Background: an optimization exercise with open tools, aiming at a short achievable clock period and few clock cycles. Do not read the settings as production practice. In this exercise RTL edits were held to simulation tests only and were not proved equivalent to the original. Power and IR drop assume default switching activity.

File: flow/run.sh
#!/bin/bash
# synth_recipe.tcl (not shown) runs the flow's synth.tcl, then flattens the netlist and writes it again
# the make line also repeats each setting of config.mk as NAME=value (left out here)
make -C /OpenROAD-flow-scripts/flow DESIGN_CONFIG=/design/flow/config.mk WORK_HOME=/design/flow/orfs CLKGATE_MAP_FILE= SYNTH_SCRIPT=/design/flow/synth_recipe.tcl finish
File: flow/config.mk
export PLATFORM = sky130hd
export DESIGN_NAME = cpu_core
export DESIGN_NICKNAME = cpu_core
export VERILOG_FILES = /design/flow/design.v
export SDC_FILE = /design/flow/constraint.sdc
export NUM_CORES = 4
export LEC_CHECK = 0
export ABC_CLOCK_PERIOD_IN_PS = 4000
export CAP_MARGIN = 20
export CELL_PAD_IN_SITES_DETAIL_PLACEMENT = 1
export CELL_PAD_IN_SITES_GLOBAL_PLACEMENT = 2
export CORE_MARGIN = 2
export CORE_UTILIZATION = 20
export PLACE_DENSITY = 0.35
export SETUP_SLACK_MARGIN = 5
export SLEW_MARGIN = 20
File: flow/constraint.sdc
create_clock -name core_clock -period 10.0 [get_ports {clk}]
set_input_delay 2.0000 -clock core_clock [delete_from_list [all_inputs] [get_ports {clk}]]
set_output_delay 2.0000 -clock core_clock [all_outputs]
set_load 0.01 [all_outputs]
File: flow/design.v
module cpu_core #(
    parameter int WORD_SIZE = 16,
    parameter int MEM_WORDS = 128
) (
    input  logic                 clk,
    input  logic                 do_reset,
    output logic [WORD_SIZE-1:0] portaddr,
    output logic [WORD_SIZE-1:0] portval,
    output logic                 portget,
    output logic                 portset,
    input  logic [WORD_SIZE-1:0] portout,
    output logic                 halted,
    input  logic                 mem_we,
    input  logic [$clog2(MEM_WORDS)-1:0] mem_waddr,
    input  logic [WORD_SIZE-1:0] mem_wdata
);
    localparam int AW = $clog2(MEM_WORDS);
    localparam logic [3:0] OP_NOP = 4'h0, OP_LDI = 4'h1, OP_ADD = 4'h2, OP_SUB = 4'h3,
                           OP_AND = 4'h4, OP_OR  = 4'h5, OP_XOR = 4'h6, OP_SHR = 4'h7,
                           OP_LD  = 4'h8, OP_ST  = 4'h9, OP_JMP = 4'hA, OP_BZ  = 4'hB,
                           OP_IN  = 4'hC, OP_OUT = 4'hD, OP_LDH = 4'hE, OP_HLT = 4'hF;
    logic [AW-1:0]                        r_pc, r_pc1, r_pc2, r_pc3;   
    logic [WORD_SIZE-1:0]                 r_ir0, r_ir1;   
    logic                                 r_halt;
    logic                                 r_get, r_set;     
    logic [WORD_SIZE-1:0]                 r_paddr, r_pval;  
    logic [3:0]                           r_inrd;           
    logic [15:0][WORD_SIZE-1:0]           r_regs;
    logic [MEM_WORDS-1:0][WORD_SIZE-1:0]  r_mem;
    function automatic logic f_writes(input logic [3:0] op);
        case (op)
            OP_LDI, OP_ADD, OP_SUB, OP_AND, OP_OR, OP_XOR, OP_SHR,
            OP_LD, OP_LDH:        f_writes = 1'b1;
            default:              f_writes = 1'b0;
        endcase
    endfunction
    function automatic logic f_uses_ra(input logic [3:0] op);
        case (op)
            OP_ADD, OP_SUB, OP_AND, OP_OR, OP_XOR, OP_SHR,
            OP_LD, OP_ST, OP_JMP, OP_BZ, OP_IN, OP_OUT: f_uses_ra = 1'b1;
            default:                                    f_uses_ra = 1'b0;
        endcase
    endfunction
    function automatic logic f_uses_rb(input logic [3:0] op);
        case (op)
            OP_ADD, OP_SUB, OP_AND, OP_OR, OP_XOR, OP_SHR: f_uses_rb = 1'b1;
            default:                                       f_uses_rb = 1'b0;
        endcase
    endfunction
    function automatic logic f_uses_rd(input logic [3:0] op);
        case (op)
            OP_ST, OP_BZ, OP_OUT, OP_LDH: f_uses_rd = 1'b1;
            default:                      f_uses_rd = 1'b0;
        endcase
    endfunction
    function automatic logic [WORD_SIZE-1:0] f_alu(input logic [3:0] op, input logic [7:0] imm8,
                                                   input logic [WORD_SIZE-1:0] a,
                                                   input logic [WORD_SIZE-1:0] b,
                                                   input logic [WORD_SIZE-1:0] d,
                                                   input logic [WORD_SIZE-1:0] mem);
        case (op)
            OP_LDI:  f_alu = {{(WORD_SIZE-8){1'b0}}, imm8};
            OP_ADD:  f_alu = a + b;
            OP_SUB:  f_alu = a - b;
            OP_AND:  f_alu = a & b;
            OP_OR:   f_alu = a | b;
            OP_XOR:  f_alu = a ^ b;
            OP_SHR:  f_alu = a >> b[3:0];
            OP_LD:   f_alu = mem;
            default: f_alu = {imm8, d[7:0]};    
        endcase
    endfunction
    function automatic logic [15:0] f_dec4(input logic [3:0] x);
        f_dec4 = '0;
        f_dec4[x] = 1'b1;
    endfunction
    function automatic logic [MEM_WORDS-1:0] f_dec7(input logic [AW-1:0] x);
        f_dec7 = '0;
        f_dec7[x] = 1'b1;
    endfunction
    function automatic logic [WORD_SIZE-1:0] f_rf_read(input logic [15:0] sel,
                                                       input logic [15:0][WORD_SIZE-1:0] regs);
        logic [15:0][WORD_SIZE-1:0] t;
        for (int i = 0; i < 16; i++) t[i] = regs[i] & {WORD_SIZE{sel[i]}};
        for (int w = 8; w >= 1; w = w / 2)
            for (int i = 0; i < w; i++) t[i] = t[2*i] | t[2*i+1];
        f_rf_read = t[0];
    endfunction
    function automatic logic [WORD_SIZE-1:0] f_mem_read(input logic [MEM_WORDS-1:0] sel,
                                                        input logic [MEM_WORDS-1:0][WORD_SIZE-1:0] mem);
        logic [MEM_WORDS-1:0][WORD_SIZE-1:0] t;
        for (int i = 0; i < MEM_WORDS; i++) t[i] = mem[i] & {WORD_SIZE{sel[i]}};
        for (int w = MEM_WORDS / 2; w >= 1; w = w / 2)
            for (int i = 0; i < w; i++) t[i] = t[2*i] | t[2*i+1];
        f_mem_read = t[0];
    endfunction
    logic [3:0] w_opa, w_rda, w_raa, w_rba, w_opb, w_rdb, w_rab, w_rbb;
    logic [7:0] w_imma, w_immb;
    assign {w_opa, w_rda, w_raa, w_rba} = r_ir0;
    assign {w_opb, w_rdb, w_rab, w_rbb} = r_ir1;
    assign w_imma = r_ir0[7:0];
    assign w_immb = r_ir1[7:0];
    logic w_porta, w_portb, w_mema, w_memb, w_bra, w_brb;
    assign w_porta = (w_opa == OP_IN) || (w_opa == OP_OUT);
    assign w_portb = (w_opb == OP_IN) || (w_opb == OP_OUT);
    assign w_mema  = (w_opa == OP_LD) || (w_opa == OP_ST);
    assign w_memb  = (w_opb == OP_LD) || (w_opb == OP_ST);
    assign w_bra   = (w_opa == OP_JMP) || (w_opa == OP_BZ);
    assign w_brb   = (w_opb == OP_JMP) || (w_opb == OP_BZ);
    logic w_fwd, w_dep, w_pair, w_pend, w_rawa, w_rawb, w_stall;
    assign w_pend  = r_get || r_set;
    assign w_rawa  = r_get && ((f_uses_ra(w_opa) && w_raa == r_inrd) ||
                               (f_uses_rb(w_opa) && w_rba == r_inrd) ||
                               (f_uses_rd(w_opa) && w_rda == r_inrd));
    assign w_rawb  = r_get && ((f_uses_ra(w_opb) && w_rab == r_inrd) ||
                               (f_uses_rb(w_opb) && w_rbb == r_inrd) ||
                               (f_uses_rd(w_opb) && w_rdb == r_inrd));
    assign w_stall = w_rawa || (w_pend && w_opa == OP_HLT);
    assign w_fwd = (w_opa == OP_LDI) || (w_opa == OP_LDH);
    assign w_dep = ((f_writes(w_opa) || w_opa == OP_IN) &&
                    ((f_uses_ra(w_opb) && w_rab == w_rda) ||
                     (f_uses_rb(w_opb) && w_rbb == w_rda) ||
                     (f_uses_rd(w_opb) && w_rdb == w_rda))) ||
                   (w_opa == OP_IN && f_writes(w_opb) && w_rdb == w_rda);
    assign w_pair = !(w_opa == OP_ST || w_opa == OP_JMP || w_opa == OP_HLT) &&
                    !(w_opa == OP_BZ && (w_brb || w_memb || w_opb == OP_HLT)) &&
                    !(w_porta && w_portb) &&
                    !(w_mema && w_memb) &&
                    !(w_opa == OP_LD && w_brb) &&
                    !((w_porta || w_pend) && w_opb == OP_HLT) &&
                    !w_rawb &&
                    !(w_dep && !w_fwd && !w_portb);
    logic w_act, w_actb, w_bval, w_takena;
    assign w_act  = !r_halt && !w_stall;
    assign w_actb = w_act && w_pair;
    assign w_takena = w_act && (w_opa == OP_JMP || (w_opa == OP_BZ && w_da == '0));
    assign w_bval   = w_actb && !w_takena;
    logic [WORD_SIZE-1:0] w_aa, w_ba, w_da, w_ab, w_bb, w_db, w_resa, w_resb, w_fval;
    assign w_aa   = f_rf_read(f_dec4(w_raa), r_regs);
    assign w_ba   = f_rf_read(f_dec4(w_rba), r_regs);
    assign w_da   = f_rf_read(f_dec4(w_rda), r_regs);
    assign w_fval = (w_opa == OP_LDI) ? {{(WORD_SIZE-8){1'b0}}, w_imma} : {w_imma, w_da[7:0]};
    assign w_ab   = (w_fwd && w_rab == w_rda) ? w_fval : f_rf_read(f_dec4(w_rab), r_regs);
    assign w_bb   = (w_fwd && w_rbb == w_rda) ? w_fval : f_rf_read(f_dec4(w_rbb), r_regs);
    assign w_db   = (w_fwd && w_rdb == w_rda) ? w_fval : f_rf_read(f_dec4(w_rdb), r_regs);
    logic              w_xsel;
    logic [AW-1:0]     w_xaddr;
    logic [MEM_WORDS-1:0] w_xsel1h, w_xsel1h1;
    logic [WORD_SIZE-1:0] w_mx, w_mx1, w_ms2, w_ms3;
    assign w_xsel   = (w_opa == OP_LD) || w_bra;
    assign w_xaddr  = w_xsel ? w_aa[AW-1:0] : w_ab[AW-1:0];
    assign w_xsel1h  = f_dec7(w_xaddr);
    assign w_xsel1h1 = {w_xsel1h[MEM_WORDS-2:0], w_xsel1h[MEM_WORDS-1]};   
    assign w_mx     = f_mem_read(w_xsel1h, r_mem);
    assign w_mx1    = f_mem_read(w_xsel1h1, r_mem);
    assign w_ms2    = f_mem_read(f_dec7(r_pc2), r_mem);
    assign w_ms3    = f_mem_read(f_dec7(r_pc3), r_mem);
    assign w_resa = f_alu(w_opa, w_imma, w_aa, w_ba, w_da, w_mx);
    assign w_resb = f_alu(w_opb, w_immb, w_ab, w_bb, w_db, w_mx);
    logic w_wea, w_web;
    assign w_wea = w_act  && f_writes(w_opa);
    assign w_web = w_bval && f_writes(w_opb);
    logic w_taken;
    assign w_taken = w_takena ||
                     (w_bval && (w_opb == OP_JMP || (w_opb == OP_BZ && w_db == '0)));
    logic                 w_st;
    logic [AW-1:0]        w_staddr;
    logic [WORD_SIZE-1:0] w_stdata;
    assign w_st     = (w_act && w_opa == OP_ST) || (w_bval && w_opb == OP_ST);
    assign w_staddr = (w_opa == OP_ST) ? w_aa[AW-1:0] : w_ab[AW-1:0];
    assign w_stdata = (w_opa == OP_ST) ? w_da : w_db;
    logic [WORD_SIZE-1:0] w_ir0_next, w_ir1_next;
    always_comb begin
        if (w_taken) begin
            w_ir0_next = w_mx;
            w_ir1_next = w_mx1;
        end else if (w_bval) begin
            w_ir0_next = (w_st && w_staddr == r_pc2) ? w_stdata : w_ms2;
            w_ir1_next = (w_st && w_staddr == r_pc3) ? w_stdata : w_ms3;
        end else begin
            w_ir0_next = (w_st && w_staddr == r_pc1) ? w_stdata : r_ir1;
            w_ir1_next = (w_st && w_staddr == r_pc2) ? w_stdata : w_ms2;
        end
    end
    logic [AW-1:0] w_npc;
    assign w_npc = w_taken ? w_xaddr : (w_bval ? r_pc2 : r_pc1);
    logic w_hlt;
    assign w_hlt = w_act && ((w_opa == OP_HLT) || (w_pair && w_opb == OP_HLT));
    always_ff @(posedge clk) begin
        if (do_reset) begin
            r_pc   <= AW'(0);
            r_pc1  <= AW'(1);
            r_pc2  <= AW'(2);
            r_pc3  <= AW'(3);
            r_ir0  <= (mem_we && mem_waddr == AW'(0)) ? mem_wdata : r_mem[0];
            r_ir1  <= (mem_we && mem_waddr == AW'(1)) ? mem_wdata : r_mem[1];
            r_halt <= 1'b0;
        end else if (w_act) begin
            r_pc   <= w_npc;
            r_pc1  <= w_npc + AW'(1);
            r_pc2  <= w_npc + AW'(2);
            r_pc3  <= w_npc + AW'(3);
            r_ir0  <= w_ir0_next;
            r_ir1  <= w_ir1_next;
        end
        if (do_reset) r_halt <= 1'b0;
        else if (w_hlt) r_halt <= 1'b1;
    end
    always_ff @(posedge clk) begin
        if (do_reset) begin
            for (int i = 0; i < 16; i++) r_regs[i] <= '0;
        end else begin
            for (int i = 0; i < 16; i++) begin
                if (w_web && w_rdb == 4'(i))      r_regs[i] <= w_resb;
                else if (w_wea && w_rda == 4'(i)) r_regs[i] <= w_resa;
                else if (r_get && r_inrd == 4'(i)) r_regs[i] <= portout;
            end
        end
    end
    always_ff @(posedge clk) begin
        if (do_reset) begin
            if (mem_we) r_mem[mem_waddr] <= mem_wdata;
        end else if (w_st) r_mem[w_staddr] <= w_stdata;
    end
    logic w_get, w_set, w_pa;
    assign w_pa  = w_porta;    
    assign w_get = (w_act && w_opa == OP_IN)  || (w_bval && w_opb == OP_IN);
    assign w_set = (w_act && w_opa == OP_OUT) || (w_bval && w_opb == OP_OUT);
    logic [WORD_SIZE-1:0] w_pab, w_pvb;
    assign w_pab = (f_writes(w_opa) && w_rab == w_rda) ? w_resa : w_ab;
    assign w_pvb = (f_writes(w_opa) && w_rdb == w_rda) ? w_resa : w_db;
    always_ff @(posedge clk) begin
        if (do_reset) begin
            r_get   <= 1'b0;
            r_set   <= 1'b0;
            r_paddr <= '0;
            r_pval  <= '0;
            r_inrd  <= '0;
        end else begin
            r_get   <= w_get;
            r_set   <= w_set;
            r_paddr <= (w_get || w_set) ? (w_pa ? w_aa : w_pab) : '0;
            r_pval  <= w_set ? (w_pa ? w_da : w_pvb) : '0;
            r_inrd  <= w_pa ? w_rda : w_rdb;
        end
    end
    assign portget  = r_get && !do_reset;
    assign portset  = r_set && !do_reset;
    assign portaddr = do_reset ? '0 : r_paddr;
    assign portval  = do_reset ? '0 : r_pval;
    assign halted   = r_halt || w_hlt;
endmodule
==> impl_metrics.json <==
{
  "die_w_um": 1045,
  "numCtsBuffers": 346,
  "grt_max_degree": 250,
  "yosysUniqueCellTypes": 135,
  "synth_top_area_share_pct": 28.84,
  "start_util_pct": 20.04,
  "async_reset_ff_share_pct": 0,
  "htree_levels": 5,
  "synth_cells": 25710,
  "synthTopCellsByCount": "nand2_1 (3407), clkbuf_1 (2526), o21ai_0 (2415), mux2i_1 (2187), edfxtp_1 (2080)",
  "yosysMostFrequentCell": "nand2_1",
  "io_pins": 77,
  "grt-ovfl-total": 53080,
  "ys_seq_area_share_pct": 31.79,
  "netlist_area_sq_um": 216600,
  "syn_avg_cell_area_sq_um": 8.423,
  "row_count": 382,
  "ys_ff_latch": 2399,
  "clockBufferDepth": 5,
  "first_global_vias": 398200,
  "haltStage": "5_1_grt",
  "cts.sinks": 2399,
  "synth_ff_type": "edfxtp_1",
  "synth-edff-count": 2080,
  "io_buffers": 76,
  "clockRootBuffer": "clkbuf_16",
  "synth_top_area_cell": "edfxtp_1",
  "synthTopCellsByArea": "edfxtp_1 (29%), mux2i_1 (10%), o211ai_1 (6.9%), a22oi_1 (6.1%), nand2_1 (5.9%)",
  "die_h_um": 1045,
  "gp_congestion": 1.354,
  "status": "aborted with a tool error",
  "dpl_cell_area_sq_um": 270500,
  "post-place-cells": 41870,
  "hpwl_um": 3087000,
  "yosysWarnings": 1,
  "grt_pass1_wl_um": 6206000,
  "stop_error": "[ERROR GRT-0116] Global routing finished with congestion. Check the congestion regions in the DRC Viewer.",
  "synth_nets": 25890,
  "grt.total_usage_pct": 87.09
}
## metal layers
layer | global-route usage (%) | overflow
met3 | 79.63 | 5340
met1 | 89.99 | 7601
met4 | 72.39 | 7038
met5 | 63.17 | 504
met2 | 98.50 | 32600
## cell families after synthesis
group,share of synthesized area (%)
compound gates,35.24
xor+xnor,0.6141
fa+ha+maj,0.8042
buf+inv,5.738
flops,31.79
mux,11.22
simple gates,14.59
## metrics by stage
stage	utilization, %	worst slack (ps)
after floorplan	-	-1480
after global placement	24.91	-1925
after CTS	26.59	1422
after detailed placement	25.03	-927.8
## repair_timing
| action | CTS |
|---|---|
| buffers inserted | 307 |
| endpoints found under the setup margin | 4477 |
| pin swaps | 141 |
| cloned | 15 |
| resized for setup | 580 |
| hold buffers | 0 |
## power groups by stage
stage / clock (W) / sequential (W) / combinational [W]
4_1_cts: 0.0130 / 0.0209 / 0.121
3_5_place_dp: 0 / 0.0211 / 0.114
3_3_place_gp: 0 / 0.0213 / 0.114
2_1_floorplan: 0 / 0.0183 / 0.0328
## how the worst max path moves through the flow
stage                                   from                       to  cells after the start
after floorplan           r_ir0[9]$_DFFE_PN_       r_mem[0]$_DFFE_PP_                     19
after global placement    r_ir0[4]$_DFFE_PN_       r_ir0[9]$_DFFE_PN_                     30
after detailed placement  r_ir0[4]$_DFFE_PN_  r_regs[41]$_SDFFE_PP0P_                     30
after CTS                 r_ir0[8]$_DFFE_PN_  r_regs[41]$_SDFFE_PP0P_                     28
Testbench counts, summed over its fixed seeds: cycles 7,509.
